Background: an optimization exercise with open tools, aiming at small area and few clock cycles per item. Do not read the settings as production practice. Function was checked by simulation only, so behaviour that the tests miss may differ from the original.

== blue ==
// ransac_inlier_scorer
module ransac_inlier_scorer (
    input  logic         clock,
    input  logic         reset_n,
    input  logic         start_valid,
    output logic         start_ready,
    input  logic [127:0] plane,
    input  logic [31:0]  threshold,
    input  logic [31:0]  point_count,
    input  logic         point_valid,
    output logic         point_ready,
    input  logic [95:0]  point,
    output logic         done_valid,
    input  logic         done_ready,
    output logic [31:0]  inlier_count,
    output logic         busy
);
==> module ransac_inlier_scorer, before the edit <==
module ransac_inlier_scorer (
    input  logic         clock,
    input  logic         reset_n,
    input  logic         start_valid,
    output logic         start_ready,
    input  logic [127:0] plane,
    input  logic [31:0]  threshold,
    input  logic [31:0]  point_count,
    input  logic         point_valid,
    output logic         point_ready,
    input  logic [95:0]  point,
    output logic         done_valid,
    input  logic         done_ready,
    output logic [31:0]  inlier_count,
    output logic         busy
);
    logic [31:0] a_r, b_r, c_r, d_r, thr_r;
    logic [31:0] rem_r;         
    logic        first_r;       
    logic        up_r;          
    logic        active_r;      
    logic        zero_r;        
    logic        done_r;        
    logic        s1_valid_r;    
    logic [31:0] row0_r, row1_r;
    logic        s1_last_r, s1_first_r;
    logic [31:0] count_r;       
    logic        start_fire, point_fire, last_pt, zero_go, hit, inc, restart, fin;
    logic [31:0] row0_s, row1_s, s, count_s;
    logic [32:0] t;
    assign fin          = s1_valid_r & s1_last_r;
    assign done_valid   = done_r | fin;
    assign inlier_count = done_r ? count_r : count_s;
    assign start_ready  = up_r & ~active_r & ~zero_r & (~done_valid | done_ready);
    assign point_ready  = active_r;
    assign busy         = ~up_r | active_r | zero_r | s1_valid_r | done_r;
    assign start_fire = start_valid & start_ready;
    assign point_fire = point_valid & point_ready;
    assign last_pt    = (rem_r == 32'd1);
    assign zero_go    = zero_r & ~done_r;
    fast_point_distance_to_plane u_distance (
        .a    (a_r),
        .b    (b_r),
        .c    (c_r),
        .d    (d_r),
        .x    (point[95:64]),
        .y    (point[63:32]),
        .z    (point[31:0]),
        .row0 (row0_s),
        .row1 (row1_s)
    );
    assign s   = row0_r + row1_r;
    assign t   = {thr_r[31], thr_r} + ({s[31], s} ^ {33{~s[31]}}) + {32'd0, ~s[31]};
    assign hit = ~t[32] | (s == 32'h8000_0000);
    assign inc = s1_valid_r & hit;
    assign restart = (s1_valid_r & s1_first_r) | zero_go;
    assign count_s = (restart ? 32'd0 : count_r) + {31'd0, inc};
    always_ff @(posedge clock) begin
        if (start_fire) begin
            a_r   <= plane[127:96];
            b_r   <= plane[95:64];
            c_r   <= plane[63:32];
            d_r   <= plane[31:0];
            thr_r <= threshold;
        end
        rem_r   <= start_fire ? point_count : rem_r - {31'd0, point_fire};
        first_r <= start_fire | (first_r & ~point_fire);
        row0_r     <= row0_s;
        row1_r     <= row1_s;
        s1_last_r  <= last_pt;
        s1_first_r <= first_r;
        count_r    <= count_s;
    end
    always_ff @(posedge clock or negedge reset_n) begin
        if (!reset_n) begin
            up_r       <= 1'b0;
            active_r   <= 1'b0;
            zero_r     <= 1'b0;
            done_r     <= 1'b0;
            s1_valid_r <= 1'b0;
        end else begin
            up_r       <= 1'b1;
            s1_valid_r <= point_fire;
            if (start_fire) begin
                active_r <= (point_count != 32'd0);
                zero_r   <= (point_count == 32'd0);
            end else begin
                if (point_fire && last_pt) active_r <= 1'b0;
                if (zero_go) zero_r <= 1'b0;
            end
            if (zero_go) done_r <= 1'b1;
            else         done_r <= (done_r | fin) & ~done_ready;
        end
    end
endmodule
clock: 10.0 ns
lec_check: 0
abc_area: 1
cap_margin: 20
core_margin: 2
core_utilization: 55
gpl_timing_driven: 0
slew_margin: 20
standard.sh (not shown) runs the stock make flow with config.mk's settings and CLKGATE_MAP_FILE= SYNTH_SCRIPT=/design/flow/synth_recipe.tcl, a recipe that flattens the netlist after the stock synthesis.
==> flow/flow/run.sh <==
#!/bin/bash
set -o pipefail
export BUFFER_PORTS_ARGS="-buffer_cell sky130_fd_sc_hd__buf_1"
export REMOVE_ABC_BUFFERS=1
bash standard.sh 2>&1 | tee standard.log
Testbench counts of blue, summed over its fixed seeds: cycles 24,717, points 24,517.
Modified inputs, purple compared to blue
--- a/flow/design.v
+++ b/flow/design.v
@@ -4313,60 +4313,60 @@
     logic        first_r;       
     logic        up_r;          
     logic        active_r;      
     logic        zero_r;        
     logic        done_r;        
     logic        s1_valid_r;    
-    logic [31:0] row0_r, row1_r;
+    logic [16:0] lo_r;          
+    logic [15:0] hi0_r, hi1_r;  
     logic        s1_last_r, s1_first_r;
     logic [31:0] count_r;       
-    logic        start_fire, point_fire, last_pt, zero_go, hit, inc, restart, fin;
-    logic [31:0] row0_s, row1_s, s, count_s;
+    logic        start_fire, point_fire, last_pt, zero_go, hit, inc, restart;
+    logic [31:0] row0_s, row1_s, s;
     logic [32:0] t;
-    assign fin          = s1_valid_r & s1_last_r;
-    assign done_valid   = done_r | fin;
-    assign inlier_count = done_r ? count_r : count_s;
-    assign start_ready  = up_r & ~active_r & ~zero_r & (~done_valid | done_ready);
-    assign point_ready  = active_r;
-    assign busy         = ~up_r | active_r | zero_r | s1_valid_r | done_r;
+    assign start_ready = up_r & ~active_r & ~done_r & ~zero_r;
+    assign point_ready = active_r & (~done_r | done_ready);
+    assign done_valid  = done_r;
+    assign inlier_count = count_r;
+    assign busy        = ~start_ready | s1_valid_r;
     assign start_fire = start_valid & start_ready;
     assign point_fire = point_valid & point_ready;
     assign last_pt    = (rem_r == 32'd1);
-    assign zero_go    = zero_r & ~done_r;
+    assign zero_go    = zero_r & ~done_r & ~s1_valid_r;
     fast_point_distance_to_plane u_distance (
         .a    (a_r),
         .b    (b_r),
         .c    (c_r),
         .d    (d_r),
         .x    (point[95:64]),
         .y    (point[63:32]),
         .z    (point[31:0]),
         .row0 (row0_s),
         .row1 (row1_s)
     );
-    assign s   = row0_r + row1_r;
+    assign s   = {hi0_r + hi1_r + {15'd0, lo_r[16]}, lo_r[15:0]};
     assign t   = {thr_r[31], thr_r} + ({s[31], s} ^ {33{~s[31]}}) + {32'd0, ~s[31]};
     assign hit = ~t[32] | (s == 32'h8000_0000);
     assign inc = s1_valid_r & hit;
     assign restart = (s1_valid_r & s1_first_r) | zero_go;
-    assign count_s = (restart ? 32'd0 : count_r) + {31'd0, inc};
     always_ff @(posedge clock) begin
         if (start_fire) begin
             a_r   <= plane[127:96];
             b_r   <= plane[95:64];
             c_r   <= plane[63:32];
             d_r   <= plane[31:0];
             thr_r <= threshold;
         end
         rem_r   <= start_fire ? point_count : rem_r - {31'd0, point_fire};
         first_r <= start_fire | (first_r & ~point_fire);
-        row0_r     <= row0_s;
-        row1_r     <= row1_s;
+        lo_r       <= {1'b0, row0_s[15:0]} + {1'b0, row1_s[15:0]};
+        hi0_r      <= row0_s[31:16];
+        hi1_r      <= row1_s[31:16];
         s1_last_r  <= last_pt;
         s1_first_r <= first_r;
-        count_r    <= count_s;
+        count_r    <= (restart ? 32'd0 : count_r) + {31'd0, inc};
     end
     always_ff @(posedge clock or negedge reset_n) begin
         if (!reset_n) begin
             up_r       <= 1'b0;
             active_r   <= 1'b0;
             zero_r     <= 1'b0;
@@ -4379,11 +4379,11 @@
                 active_r <= (point_count != 32'd0);
                 zero_r   <= (point_count == 32'd0);
             end else begin
                 if (point_fire && last_pt) active_r <= 1'b0;
                 if (zero_go) zero_r <= 1'b0;
             end
-            if (zero_go) done_r <= 1'b1;
-            else         done_r <= (done_r | fin) & ~done_ready;
+            if ((s1_valid_r && s1_last_r) || zero_go) done_r <= 1'b1;
+            else if (done_ready) done_r <= 1'b0;
         end
     end
 endmodule
Notes after the runs:
Transition time at the pin with the least slew margin in purple is 23 ps higher than in blue. purple — depth of the critical timing path with buffers and inverters included 38% lower, blue as reference. First-iteration DRC count, purple vs blue: down by more than 10%. Delta (purple minus blue): tapcell count dropped about 0.7%, via count dropped about 4%, die outline area dropped about 1.4%, register bit count reported by yosys dropped 5.1%. Relative to blue, purple improves design area.
Testbench counts of purple, summed over its fixed seeds: cycles 24,725, points 24,517.

==> re-timing with driven ports <==
How much do the figures lean on ideal ports? The routed layouts below were timed once more, with nothing changed but the port constraints.
Step 1 sets driving cells, clkbuf_16 on the clock port and buf_2 on the other inputs (assumed; they add their load-dependent delay and slew).
Step 2 adds t to the input delays and takes it off the output delays; t is the mean of the earliest and latest rising clock arrival at the registers after step 1. Input paths then give back, and output paths get back, about the clock's delay inside the block.
a / b / c = ideal ports / drivers / drivers and shift; a / b = the first two.
| run | shift t [ns] | setup slack, ns | clock arrival spread, ns | slew at the worst register clock pin (ns) | worst data-port slew with drivers (ns) |
|---|---|---|---|---|---|
| blue | 0.686 | 0.617 / 0.540 / 0.742 | 0.041 / 0.042 | 0.07 / 0.07 | 0.07 |
| purple | 0.704 | 0.787 / 0.853 / 0.149 | 0.055 / 0.055 | 0.06 / 0.06 | 0.08 |
After both steps every run listed still meets setup and hold. For purple, which loses most, drivers alone change the setup slack by +0.066 ns; drivers and shift together by -0.638 ns.
